This is an optimization exercise on Yosys and OpenROAD, whose aim is small area, a short achievable clock period and few clock cycles, not a production implementation.
No functional check of the RTL was part of any run shown here.
No activity file was given, so power comes from the tool's default toggle rates.

==> design/flow/design.v <==
package buffer_pkg;
	typedef logic [8-1:0] lane_t;
	typedef logic [4*8-1:0] word_t;
	typedef logic [$clog2(4*32)-1:0] buf_addr_t;
endpackage
package window_pkg;
	typedef logic [$clog2(32+1)-1:0] dim_t;
	typedef enum logic {
		STRIDE_1 = 1'b0,
		STRIDE_2 = 1'b1
	} stride_e;
	typedef enum logic [1:0] {
		WR_IDLE  = 2'd0,
		WR_FILL  = 2'd1,
		WR_DRAIN = 2'd2  
	} wr_state_e;
	typedef enum logic [1:0] {
		RD_IDLE = 2'd0,
		RD_WAIT = 2'd1,  
		RD_SCAN = 2'd2
	} rd_state_e;
endpackage
`timescale 1ns/1ps
module conv_feeder (
	input  logic        clk,
	input  logic        rst,
	input  logic        i_start,
	input  logic [5:0]  i_cols,
	input  logic [5:0]  i_rows,
	input  logic        i_stride,
	input  logic        i_valid,
	input  logic [31:0] i_data,
	output logic        o_full,
	output logic        o_valid,
	output logic [31:0] o_lane_data,
	output logic        o_done
);
	logic       busy;
	logic [1:0] g_init;  
	logic [5:0] g_cm1;  
	logic [5:0] g_rm1;  
	logic [4:0] g_orm1;  
	logic       g_s2;
	logic [4:0] g_ocm1;  
	logic acc_all;   
	logic acc_all2;  
	logic        s_v;
	logic [31:0] s_d;
	logic [5:0]  p_row;
	logic [5:0]  p_col;
	logic [4:0]  p_d;  
	logic [4:0] tau;
	logic [4:0] e_d;  
	logic       e_odd;  
	logic [4:0] x_rem;  
	logic [4:0] y_rem;  
	logic       last_x;
	logic       last_y;
	logic [8:0] e_pos;  
	logic [1:0] e_r;    
	logic [1:0] e_c;    
	logic r0, r1, r2;
	assign r0 = e_pos[0] || e_pos[1] || e_pos[2];
	assign r1 = e_pos[3] || e_pos[4] || e_pos[5];
	assign r2 = e_pos[6] || e_pos[7] || e_pos[8];
	assign e_r = {r2, r1};
	assign e_c = {e_pos[2] || e_pos[5] || e_pos[8], e_pos[1] || e_pos[4] || e_pos[7]};
	logic       e_done;
	logic [31:0] bw [3];
	logic [1:0]  b_cnt;
	logic [1:0]  b_lag;  
	logic [1:0]  w_rel;
	logic [2:0]  w_pend;
	logic [4:0]  w_d;
	logic [1:0] m_grant;
	logic m_wr_en;
	assign m_wr_en = (m_grant != 2'd0);
	logic [31:0] ring_a [32];
	logic [31:0] ring_b [32];
	logic idle;
	logic start;
	assign idle = !busy || (e_done && acc_all2);
	assign start = idle && i_start;
	logic [4:0] d;     
	assign d = e_d;
	logic t_is_b;  
	assign t_is_b = !g_s2 && e_odd;
	logic fill_done;  
	logic b_eq;
	logic bw_ok;
	assign b_eq = (b_lag == 2'd0);
	assign bw_ok = (b_cnt == 2'd3) && b_eq;
	logic m_ok;
	logic c_ge3;  
	assign m_ok = !g_s2 || !m_wr_en || (k_mrow && c_ge3);
	logic emit;
	always_comb begin
		emit = 1'b0;
		if (busy && !e_done)
			emit = (r0 && fill_done && (d[2:0] == 3'd3)) ||
				(r1 && m_ok && (d[2:0] == 3'd0)) ||
				(r2 && bw_ok && !(e_pos[8] && last_x && (w_pend != 3'd0)));
	end
	logic       t_freed;
	logic [2:0] w_pend_dec, w_pend_inc;
	assign t_freed = busy && !e_done && e_pos[2] && fill_done && (d[2:0] == 3'd3);
	assign w_pend_dec = bw_wr ? w_pend - 3'd1 : w_pend;
	assign w_pend_inc = w_pend_dec + (last_x ? 3'd3 : (g_s2 ? 3'd2 : 3'd1));
	logic win_end;
	assign win_end = emit && e_pos[8];
	logic bw_wr;
	assign bw_wr = (b_cnt == 2'd3) && (w_rel != 2'd3) && (w_pend != 3'd0) &&
		(w_d[2:0] == 3'd0);
	logic        pix_v;
	logic [31:0] pix_d;
	logic        p_al;
	assign pix_v = s_v || (i_valid && busy && !acc_all);
	assign pix_d = s_v ? s_d : i_data;
	assign p_al = (p_d[2:0] == 3'd0);
	logic [5:0] g_mrow2;   
	logic [5:0] g_mcol2;   
	logic [5:0] g_elim;    
	logic k_fill, k_bot, k_mrow;
	logic c_in;    
	logic c_lt;    
	logic r_fill, r_bot, r_mrow;
	assign r_fill = k_fill;
	assign r_bot = k_bot && c_in;
	assign r_mrow = k_mrow;
	logic n_fill, n_bot, n_mrow;
	always_comb begin
		n_fill = (p_row == 6'd0);
		n_bot = 1'b0;
		n_mrow = 1'b0;
		if (!n_fill) begin
			if (!g_s2)
				n_bot = 1'b1;
			else if (p_row[0])
				n_bot = (p_row < g_mrow2);
			else
				n_mrow = (p_row + 6'd1 < g_mrow2);
		end
	end
	logic drop_ok;
	assign drop_ok = (b_cnt != 2'd3) || (!b_eq && (w_rel != 2'd0));
	logic bw_in;    
	logic in_wr;    
	logic consume;
	always_comb begin
		bw_in = 1'b0;
		in_wr = 1'b0;
		consume = 1'b0;
		if (pix_v) begin
			if (r_fill) begin
				in_wr = p_al;
				consume = p_al;
			end else if (r_bot) begin
				bw_in = drop_ok;
				consume = drop_ok;
			end else if (r_mrow) begin
				in_wr = p_al && (m_wr_en || (last_x && c_lt));
				consume = in_wr;
			end else begin
				consume = 1'b1;  
			end
		end
	end
	logic full_q;
	assign o_full = full_q;
	logic accept;
	assign accept = i_valid && !s_v && busy && !acc_all;
	logic p_wrap;
	logic last_acc;
	assign p_wrap = (p_col == g_cm1);
	assign last_acc = (p_row == g_rm1) && p_wrap;
	logic        wa_en, wb_en;
	logic [1:0]  wa_idx, wb_idx;
	logic [31:0] wa_data, wb_data;
	logic        in_b;
	assign in_b = (p_row != 6'd0);
	logic        wa_src, wb_src;  
	always_comb begin
		wa_en = bw_wr && !t_is_b;
		wa_idx = w_d[4:3];
		wa_src = 1'b0;
		if (in_wr && !in_b) begin
			wa_en = 1'b1;
			wa_idx = p_d[4:3];
			wa_src = 1'b1;
		end
		wb_en = bw_wr && t_is_b;
		wb_idx = w_d[4:3];
		wb_src = 1'b0;
		if (in_wr && in_b) begin
			wb_en = 1'b1;
			wb_idx = p_d[4:3];
			wb_src = 1'b1;
		end
	end
	logic [3:0]  qa_sel, qb_sel;
	logic        qa_src, qb_src;
	logic [1:0]  q_ec;
	always_ff @(posedge clk) begin
		for (int k = 0; k < 4; k++) begin
			qa_sel[k] <= wa_en && (wa_idx == 2'(k));
			qb_sel[k] <= wb_en && (wb_idx == 2'(k));
		end
		qa_src <= wa_src;
		qb_src <= wb_src;
		q_ec <= (bw_in && (b_cnt == 2'd3)) ? w_rel - 2'd1 : w_rel;
	end
	logic [31:0] q_pix;
	assign q_pix = s_d;
	logic [31:0] q_bw;
	assign q_bw = bw[q_ec];
	assign wa_data = qa_src ? q_pix : q_bw;
	assign wb_data = qb_src ? q_pix : q_bw;
	logic [31:0] rd;
	always_comb begin
		if (r0)
			rd = t_is_b ? ring_b[{d[4:3], 3'd3}] : ring_a[{d[4:3], 3'd3}];
		else if (r1)
			rd = t_is_b ? ring_a[{d[4:3], 3'd0}] : ring_b[{d[4:3], 3'd0}];
		else
			rd = bw[e_c];
	end
	always_ff @(posedge clk) begin
		for (int k = 0; k < 32; k++) begin
			if ((k % 8) == 6 && qa_sel[((k + 2) / 8) % 4])
				ring_a[k] <= wa_data;
			else
				ring_a[k] <= ring_a[(k + 1) % 32];
			if ((k % 8) == 6 && qb_sel[((k + 2) / 8) % 4])
				ring_b[k] <= wb_data;
			else
				ring_b[k] <= ring_b[(k + 1) % 32];
		end
	end
	always_ff @(posedge clk) begin
		g_ocm1 <= g_s2 ? 5'((g_cm1 - 6'd2) >> 1) : 5'(g_cm1 - 6'd2);
		g_orm1 <= g_s2 ? 5'((g_rm1 - 6'd2) >> 1) : 5'(g_rm1 - 6'd2);
		g_mrow2 <= {g_orm1, 1'b0} + 6'd2;
		g_mcol2 <= {g_ocm1, 1'b0} + 6'd2;
		g_elim <= {g_ocm1, 1'b0};
	end
	always_ff @(posedge clk) begin
		if (rst) begin
			busy <= 1'b0;
			s_v <= 1'b0;
			full_q <= 1'b0;
			e_done <= 1'b0;
			acc_all <= 1'b0;
			acc_all2 <= 1'b0;
			tau <= '0;
			m_grant <= '0;
			b_cnt <= '0;
			g_init <= '0;
		end else begin
			tau <= tau + 5'd1;
			acc_all2 <= acc_all;
			g_init <= {g_init[0], 1'b0};
			if (g_init[1]) begin
				x_rem <= g_ocm1;
				y_rem <= g_orm1;
				last_x <= (g_ocm1 == 5'd0);
				last_y <= (g_orm1 == 5'd0);
			end
			if (start) begin
				busy <= 1'b1;
				g_cm1 <= i_cols - 6'd1;  
				g_rm1 <= i_rows - 6'd1;
				g_s2 <= i_stride;
				acc_all <= 1'b0;
				acc_all2 <= 1'b0;
				s_v <= 1'b0;
				full_q <= 1'b0;
				p_row <= '0;
				p_col <= '0;
				k_fill <= 1'b1;
				k_bot <= 1'b0;
				k_mrow <= 1'b0;
				c_in <= 1'b1;
				c_ge3 <= 1'b0;
				fill_done <= 1'b0;
				tau <= 5'd0;   
				p_d <= 5'd0;
				e_d <= 5'd0;
				e_odd <= 1'b0;
				g_init <= 2'b01;
				e_pos <= 9'd1;
				e_done <= 1'b0;
				b_cnt <= '0;
				b_lag <= '0;
				w_rel <= '0;
				w_pend <= '0;
				w_d <= 5'd0;
				m_grant <= '0;
			end else begin
				if (accept && last_acc)
					acc_all <= 1'b1;
				if (consume) begin
					if (p_wrap) begin
						p_col <= '0;
						p_row <= p_row + 6'd1;
						p_d <= ~tau;
						k_fill <= n_fill;
						k_bot <= n_bot;
						k_mrow <= n_mrow;
						c_in <= 1'b1;
						c_ge3 <= 1'b0;
						c_lt <= (g_elim != 6'd0);
						if (p_row == 6'd1)
							fill_done <= 1'b1;
					end
					else begin
						p_col <= p_col + 6'd1;
						if (p_col == 6'd2)
							c_ge3 <= 1'b1;
						if (g_s2 && p_col == g_mcol2)
							c_in <= 1'b0;
						if (p_col + 6'd1 == g_elim)
							c_lt <= 1'b0;
					end
				end else begin
					p_d <= p_d - 5'd1;
				end
				if (consume)
					s_v <= 1'b0;
				else if (accept)
					s_v <= 1'b1;
				full_q <= (!consume && (accept || s_v)) || acc_all || (accept && last_acc);
				if ((emit && last_x && e_pos[5]) && !(in_wr && r_mrow && p_wrap))
					m_grant <= m_grant + 2'd1;
				else if (!(emit && last_x && e_pos[5]) && (in_wr && r_mrow && p_wrap))
					m_grant <= m_grant - 2'd1;
				if (win_end && last_x) begin
					b_cnt <= '0;
					b_lag <= '0;
				end else if (win_end) begin
					b_lag <= g_s2 ? 2'd2 : 2'd1;
				end else if (bw_in) begin
					if (b_cnt != 2'd3)
						b_cnt <= b_cnt + 2'd1;
					else
						b_lag <= b_lag - 2'd1;
				end
				if (win_end && last_x) begin
					w_rel <= '0;
					w_pend <= '0;
					w_d <= ~tau;
				end else begin
					if (bw_wr && !(bw_in && b_cnt == 2'd3))
						w_rel <= w_rel + 2'd1;
					else if (!bw_wr && bw_in && b_cnt == 2'd3)
						w_rel <= w_rel - 2'd1;
					w_pend <= t_freed ? w_pend_inc : w_pend_dec;
					if (!bw_wr)
						w_d <= w_d - 5'd1;
				end
				if (!emit)
					e_d <= e_d - 5'd1;
				if (emit) begin
					e_pos <= {e_pos[7:0], e_pos[8]};
					if (e_pos[2] || e_pos[5]) begin
						e_d <= e_d - 5'd3;
					end else if (e_pos[8]) begin
							if (!last_x) begin
								x_rem <= x_rem - 5'd1;
								last_x <= (x_rem == 5'd1);
								e_d <= g_s2 ? e_d - 5'd1 : e_d - 5'd2;
							end else begin
								x_rem <= g_ocm1;
								last_x <= (g_ocm1 == 5'd0);
								e_d <= ~tau;
								if (last_y) begin
									e_done <= 1'b1;
								end else begin
									e_odd <= !e_odd;
									y_rem <= y_rem - 5'd1;
									last_y <= (y_rem == 5'd1);
								end
							end
					end
				end
			end
		end
	end
	always_ff @(posedge clk) begin
		if (!s_v)
			s_d <= i_data;
		if (bw_in) begin
			bw[0] <= bw[1];
			bw[1] <= bw[2];
			bw[2] <= pix_d;
		end
	end
	logic [31:0] out_q;
	logic        out_v;
	logic        out_last;
	logic [7:0]  l1_q;
	logic [7:0]  l2_q [2];
	logic [7:0]  l3_q [3];
	always_ff @(posedge clk) begin
		if (rst) begin
			out_v <= 1'b0;
			out_last <= 1'b0;
		end else begin
			out_v <= emit;
			out_last <= win_end && last_x && last_y;
		end
	end
	always_ff @(posedge clk) begin
		out_q <= rd;
		l1_q <= out_q[15:8];
		l2_q[0] <= out_q[23:16];
		l2_q[1] <= l2_q[0];
		l3_q[0] <= out_q[31:24];
		l3_q[1] <= l3_q[0];
		l3_q[2] <= l3_q[1];
	end
	assign o_valid = out_v;
	assign o_done = out_last;
	assign o_lane_data = {l3_q[2], l2_q[1], l1_q, out_q[7:0]};
endmodule
==> design/flow/run.sh <==
#!/bin/bash
# synth_recipe.tcl (not shown) runs the flow's synth.tcl, then flattens the netlist and writes it again
# the make line also repeats each setting of config.mk as NAME=value (left out here)
make -C /OpenROAD-flow-scripts/flow DESIGN_CONFIG=/design/flow/config.mk WORK_HOME=/design/flow/orfs CLKGATE_MAP_FILE= SYNTH_SCRIPT=/design/flow/synth_recipe.tcl finish
==> design/flow/config.mk <==
export PLATFORM = sky130hd
export DESIGN_NAME = conv_feeder
export DESIGN_NICKNAME = conv_feeder
export VERILOG_FILES = /design/flow/design.v
export SDC_FILE = /design/flow/constraint.sdc
export NUM_CORES = 4
export LEC_CHECK = 0
export CAP_MARGIN = 20
export CORE_MARGIN = 2
export CORE_UTILIZATION = 40
export CTS_CLUSTER_DIAMETER = 120
export CTS_CLUSTER_SIZE = 30
export SETUP_SLACK_MARGIN = 3.7
export SLEW_MARGIN = 20
==> design/flow/constraint.sdc <==
create_clock -name core_clock -period 6.0 [get_ports {clk}]
set_input_delay 1.2000 -clock core_clock [delete_from_list [all_inputs] [get_ports {clk}]]
set_output_delay 1.2000 -clock core_clock [all_outputs]
set_load 0.01 [all_outputs]
==> run notes, run 1 <==
clk_skew = 0.03540 ns
Leak = 0.02744 µW
Die Y = 398.2 µm
Buffers on Ports = 83
Comb power frac = 5.3%
Core Box Area = 154200 µm²
Post-Layout Cell Count = 6604
CTS Buf Count = 91
Post-Syn Instances = 4345
Switching Fraction = 22.02%
number of DRC markers in iteration 0 = 2412
Max-Cap Viols = 0
worst vdd ir = 255.2 µV
fraction of layout cells with a size suffix above 1 = 15.69%
sw power = 5649 µW
Clock Power Share = 29.6%
period utilization = 40.96%
Root Driver = clkbuf_16
Yosys top cell area share = 71.39%
row count = 144
Synth area leader = dfxtp_1
most instantiated cells after synthesis = dfxtp_1, a21oi_1, nor2_1
Synth cell types = 62
Slew @ Worst Pin = 1.147 ns
vias in the first global route = 29910
relative slew slack = 23.53%
dpl ws = 2.005 ns
GPL Wtd Cong = 0.7601
Worst EP arrival = 1.26 ns
ANT nets after route = 0
HP Class = reg -> reg
Final nets = 4607
Syn Nets = 4444
post-synthesis average cell area = 14.30 µm²
Yosys warning count = 6
antenna violations before repair = 6
DR pass1 iterations = 5
clk buf depth = 3
top_reg_cell synth = dfxtp_1
WP data required = 4.80 ns
min Tclk post-route = 2.458 ns
DRC Markers = 0
Startpoint Class = flip-flop
RSZ-0062 raised after global routing = true
Total Power = 25650 µW
CP max stage cell = dfxtp_4
post-DR vias/cell = 4.742
Yosys reg bits = 2388
CP Cell Sequence = buf_6
Area contributors post-synth = dfxtp_1, edfxtp_1, mux4_2
top-count cell post-synth = dfxtp_1
worst path bufs/invs = 1
highest clock rate = 406.9 MHz
P&R area growth vs syn = 13.91%
Final Hold Fails = 0
GR Overflow Total = 0
die width = 398.2 µm
Initial Util = 40.29%
IO Count = 84
# setup viols final = 0
number of synthesized flops with an enable pin = 172
crit-path leading delay family = flip-flops
run status = no timing/DRC/antenna violations
full die area = 158500 µm²
CTS clk-pin slew, worst paths = 0.11 ns
Seq/Total Area, Yosys = 79.70%
crit path kind = reg -> out
HPWL Detailed = 70880 µm
worst skew pair latency = 0.75 ns
Slew Viols, Final = 0
Flop pwr share = 65.1%
final WL = 135800 µm
post-synthesis async set-or-reset flop share = 0%
DP Cell Count = 6314
Worst Setup End Kind = output pin
synthesized area = 62140 µm²
clock sink count = 2388
P_int = 20000 µW
aggregate global-route resource usage = 16.36%
pwr dens = 362.4 nW/µm²
Setup WS post-layout = 3.542 ns
hold bufs inserted after CTS = 0
CP Max Fanout = 1
vias = 31310
Avg WL per Cell = 20.57 µm
WHS = 0.3097 ns
largest net degree at the start of global routing = 65
CTS tree = done
first-pass GRT wire length = 191500 µm
H-tree Lvls = 3
Slowest Stage Delay on Critical Path = 0.38 ns
Fin Setup TNS = 0 ns
-- registers in the layout, indices dropped and copies added, names as in the netlist, 6 cells and up --
signal	cells
out_q	32
bw	96
p_col	6
l2_q	16
s_d	32
g_rm1	6
g_cm1	6
e_pos	9
l3_q	24
l1_q	8
ring_b	1024
p_row	6
ring_a	1024
-- per-stage QoR --
| stage | instance area [µm²] | util (%) |
|---|---|---|
| final | 70790 | 45.90 |
| after global routing | 70780 | 45.89 |
| after CTS | 69320 | 44.94 |
| after detailed placement | 65270 | 42.32 |
| after global placement | 65260 | 42.32 |
| after floorplan | 62330 | - |
-- power groups by stage --
stage | clock network [µW] | logic, µW | registers, µW
after floorplan | 0 | 700 | 17000
after global placement | 0 | 1050 | 17100
after detailed placement | 0 | 1060 | 17100
after CTS | 7790 | 1230 | 16700
after global routing | 8320 | 1470 | 16800
final | 7580 | 1370 | 16700
-- cell usage in the layout, fill, tap and decap left out, types with 11 or more instances in the layout --
cell type,count
a211oi_2,32
a21o_1,13
a21oi_1,426
a21oi_2,27
a22oi_1,58
a22oi_2,12
and2_1,17
buf_12,21
buf_4,95
buf_6,51
clkbuf_1,39
clkbuf_16,101
clkdlybuf4s50_1,46
dfxtp_1,2177
dfxtp_2,24
dfxtp_4,15
edfxtp_1,172
ha_1,37
inv_1,41
mux2_2,35
mux2i_1,48
mux4_2,112
nand2_1,110
nand2_2,12
nand3_1,25
nor2_1,419
nor3_1,16
o21ai_0,24
o21ai_1,11
o21ai_2,23
xnor2_1,34
xor2_1,40
-- cell families after synthesis --
logic type | count (synthesis) | synth area share, %
fa+ha+maj | 50 | 1.019
flops | 2388 | 79.70
compound gates | 695 | 6.429
buf+inv | 243 | 1.564
mux | 200 | 5.563
simple gates | 693 | 4.655
xor+xnor | 76 | 1.071
-- timing repair --
action	4_1_cts	5_1_grt
setup endpoints to repair	461	359
pin swaps	37	86
buffers inserted	86	35
gates resized for setup	290	257
cloned	14	10
-- cell type report --
cell class,count,area (µm²)
inverter,54,227.7
fill,13530,83440
sequential,2388,49610
timing repair buffer,254,2979
multi-input combinational,1718,12790
clock inverter,11,145.1
clock buffer,132,2462
timing repair inverter,1,7.507
antenna,2,5.005
tap,2044,2557
-- final timing paths --
| path | startpoint | to | slack [ns] | cells after the start |
|---|---|---|---|---|
| setup / recovery | l3_q[2][6] | o_lane_data[30] | 3.54 | 1 |
| hold / removal | ring_b[18][28] | ring_b[17][28] | 0.31 | 0 |
| hold reg to reg | ring_b[18][28] | ring_b[17][28] | 0.31 | 0 |
| setup reg to reg | e_d[0] | y_rem[2] | 3.56 | 9 |
-- routing by layer --
metal  GRT usage [%]  wire (µm)  up-vias
li1                -          -    14930
met1           23.53      64440    15540
met2           25.67      61880      689
met3           2.504       6847      152
met4           4.508       2629        4
met5               0         27        -
==> run 2: changes to the inputs <==
--- a/design/flow/config.mk
+++ b/design/flow/config.mk
@@ -10,5 +10,5 @@
 export CORE_UTILIZATION = 40
 export CTS_CLUSTER_DIAMETER = 120
 export CTS_CLUSTER_SIZE = 30
-export SETUP_SLACK_MARGIN = 3.7
+export SETUP_SLACK_MARGIN = 3.8
 export SLEW_MARGIN = 20
==> run notes, run 2 <==
largest net degree at the start of global routing = 65
row count = 144
GR Overflow Total = 0
post-DR vias/cell = 4.768
Final Hold Fails = 0
WP data required = 6.49 ns
CTS clk-pin slew, worst paths = 0.12 ns
DRC Markers = 0
die width = 398.2 µm
FF+latch area = 49600 µm²
clk_skew = 0.02954 ns
Multi-input gate area = 12940 µm²
Worst Setup End Kind = flip-flop
IO Count = 84
clk buf depth = 3
Fin Setup TNS = 0 ns
number of synthesized flops with an enable pin = 172
DP Area = 65270 µm²
Design Area, Final = 71180 µm²
aggregate global-route resource usage = 16.98%
pwr dens = 360.9 nW/µm²
Worst EP arrival = 2.92 ns
Core Box Area = 154200 µm²
post-synthesis async set-or-reset flop share = 0%
Startpoint Class = flip-flop
ANT nets after route = 0
vias = 31450
number of DRC markers in iteration 0 = 2261
Post-Syn Instances = 4345
Initial Util = 40.29%
GPL Wtd Cong = 0.7606
launching point of the worst reg2reg path = e_pos[8]
Slowest Stage Delay on Critical Path = 0.47 ns
P&R area growth vs syn = 14.53%
Avg WL per Cell = 20.98 µm
CP Cell Sequence = and2_2 -> a211oi_4 -> o311ai_4 -> or3_4 -> mux2_4 -> o221a_1
WL met1 = 66070 µm
largest registers = ring_a: 1024 flops, ring_b: 1024 flops, bw: 96 flops
CTS tree = done
clock sink count = 2388
Fillers = 13520
synthesized area = 62140 µm²
Syn Nets = 4444
min Tclk post-route = 2.434 ns
Slew Viols, Final = 0
RSZ-0062 raised after global routing = true
antenna violations before repair = 9
H-tree Lvls = 3
ant diodes = 0
full die area = 158500 µm²
top-count cell post-synth = dfxtp_1
Root Driver = clkbuf_16
Max-Cap Viols = 0
Leak = 0.02755 µW
HP Class = reg -> reg
Met3 Wirelength = 6476 µm
Buffers on Ports = 83
met2 wire len = 62460 µm
hold depth = 0
Hold Crit Start = ring_a[17][8]
r2r endpoint = y_rem[2]
run status = no timing/DRC/antenna violations
HPWL Detailed = 68770 µm
Reg2Reg Setup Slack = 3.57 ns
CP max stage cell = edfxtp_1
fraction of layout cells with a size suffix above 1 = 16.30%
Yosys top cell area share = 71.39%
Synth area leader = dfxtp_1
Yosys reg bits = 2388
highest clock rate = 410.8 MHz
Seq/Total Area, Yosys = 79.70%
most instantiated cells after synthesis = dfxtp_1, a21oi_1, nor2_1
Hold Path End = ring_a[16][8]
# setup viols final = 0
crit path kind = reg -> reg
top sig layer = met5
most common cell after layout, fill and taps aside = dfxtp_1
period utilization = 40.57%
Die Y = 398.2 µm
most frequent cells in the layout = dfxtp_1, nor2_1, a21oi_1, edfxtp_1, nand2_1
Synth cell types = 62
worst r2r path cells = 6
CTS Buf Count = 89
Final nets = 4604
worst vdd ir = 260.1 µV
Total Power = 25690 µW
vias in the first global route = 30230
Slew @ Worst Pin = 1.279 ns
final WL = 138300 µm
first-pass GRT wire length = 198200 µm
DR pass1 iterations = 8
top_reg_cell synth = dfxtp_1
worst skew pair latency = 0.73 ns
Yosys warning count = 6
Area contributors post-synth = dfxtp_1, edfxtp_1, mux4_2
post-synthesis average cell area = 14.30 µm²
relative slew slack = 14.77%
CP Max Fanout = 7
[run 2: final cells by class]
class | instances | area share (%)
well taps | 2044 | 3.593
clock inverters | 2 | 0.04043
repair buffers | 255 | 4.636
inverters | 54 | 0.3375
repair inverters | 1 | 0.01055
clock buffers | 135 | 3.521
flip-flops and latches | 2388 | 69.69
multi-input cells | 1716 | 18.17
[run 2: metal layers]
layer	vias up	GRT usage (%)
li1	14930	-
met1	15640	24.65
met2	688	26.62
met3	183	2.291
met4	8	4.602
met5	-	0
[run 2: critical path, delay by kind of cell, from the launching register on]
family | cells | cell delay (ns)
AO/OA/AOI/OAI | 3 | 0.67
flip-flops | 1 | 0.47
multiplexers | 1 | 0.32
AND/OR/NAND/NOR | 2 | 0.75
[run 2: kinds of logic (layout without fill, tap and decap cells)]
group | count (synthesis) | count (layout) | synth area share (%)
DFF | 2388 | 2388 | 79.70
AOI/OAI and AO/OA | 695 | 696 | 6.429
and+or+nand+nor | 693 | 694 | 4.655
buffers and inverters | 243 | 447 | 1.564
muxes | 200 | 200 | 5.563
xor gates and xnor gates | 76 | 76 | 1.071
adders and majority gates | 50 | 50 | 1.019
[run 2: how the worst max path moves through the flow]
stage,startpoint,to
after floorplan,i_valid,w_rel[0]
after global placement,rst,e_pos[4]
after detailed placement,rst,e_pos[2]
after CTS,e_d[1],y_rem[2]
after global routing,w_pend[1],y_rem[3]
final,e_pos[8],y_rem[2]
[run 2: report_power, final]
part	leakage, µW	total (µW)	switching, µW	internal, µW
registers	0.0199	16700	217	16500
logic	0.00643	1500	855	641
clock network	0.00122	7500	4560	2940
[run 2: what timing repair did]
action | 4_1_cts | 5_1_grt
gates resized for setup | 376 | 196
endpoints found under the hold margin | 0 | 0
pin swaps | 57 | 44
hold buffers | 0 | 0
cloned | 24 | 6
setup endpoints to repair | 553 | 483
buffers inserted | 85 | 28
[run 2: through the flow]
stage                     std cells  hold slack, ns  setup slack, ns  util [%]
after floorplan                4345          0.3096          0.09805         -
after global placement         6315          0.3095            2.190     42.32
after detailed placement       6315          0.3121            2.160     42.32
after CTS                      6561          0.3230            3.485     45.34
after global routing           6595          0.3207            3.500     46.15
final                          6595          0.3086            3.566     46.15

-- what the ideal ports hide --
No port has a modelled driver above. Below, the same layouts with a new extraction and two added sets of constraints.
Step 1 (the two cells are an assumption about what drives the block):
set clk [get_ports {clk}]
set_driving_cell -lib_cell sky130_fd_sc_hd__clkbuf_16 $clk
set_driving_cell -lib_cell sky130_fd_sc_hd__buf_2 [delete_from_list [all_inputs] $clk]
Step 2 moves the port delays by t, midway between the first and last clock arrival at a register: inputs arrive t later, outputs are due t later. That takes back most of the time a late clock gives input paths.
Three values: no drivers, after step 1, after step 2; two values: the first two.
run | t, ns | setup slack, ns | clock arrival spread, ns | worst slew at a driven data input, ns
run 1 | 0.810 | 3.542 / 3.468 / 2.974 | 0.041 / 0.042 | 0.10
run 2 | 0.790 | 3.566 / 3.502 / 2.919 | 0.037 / 0.037 | 0.11
After both steps every run listed still meets setup and hold. The setup slack of run 2, which loses most, moves by -0.064 ns with the drivers and by -0.647 ns with both steps.
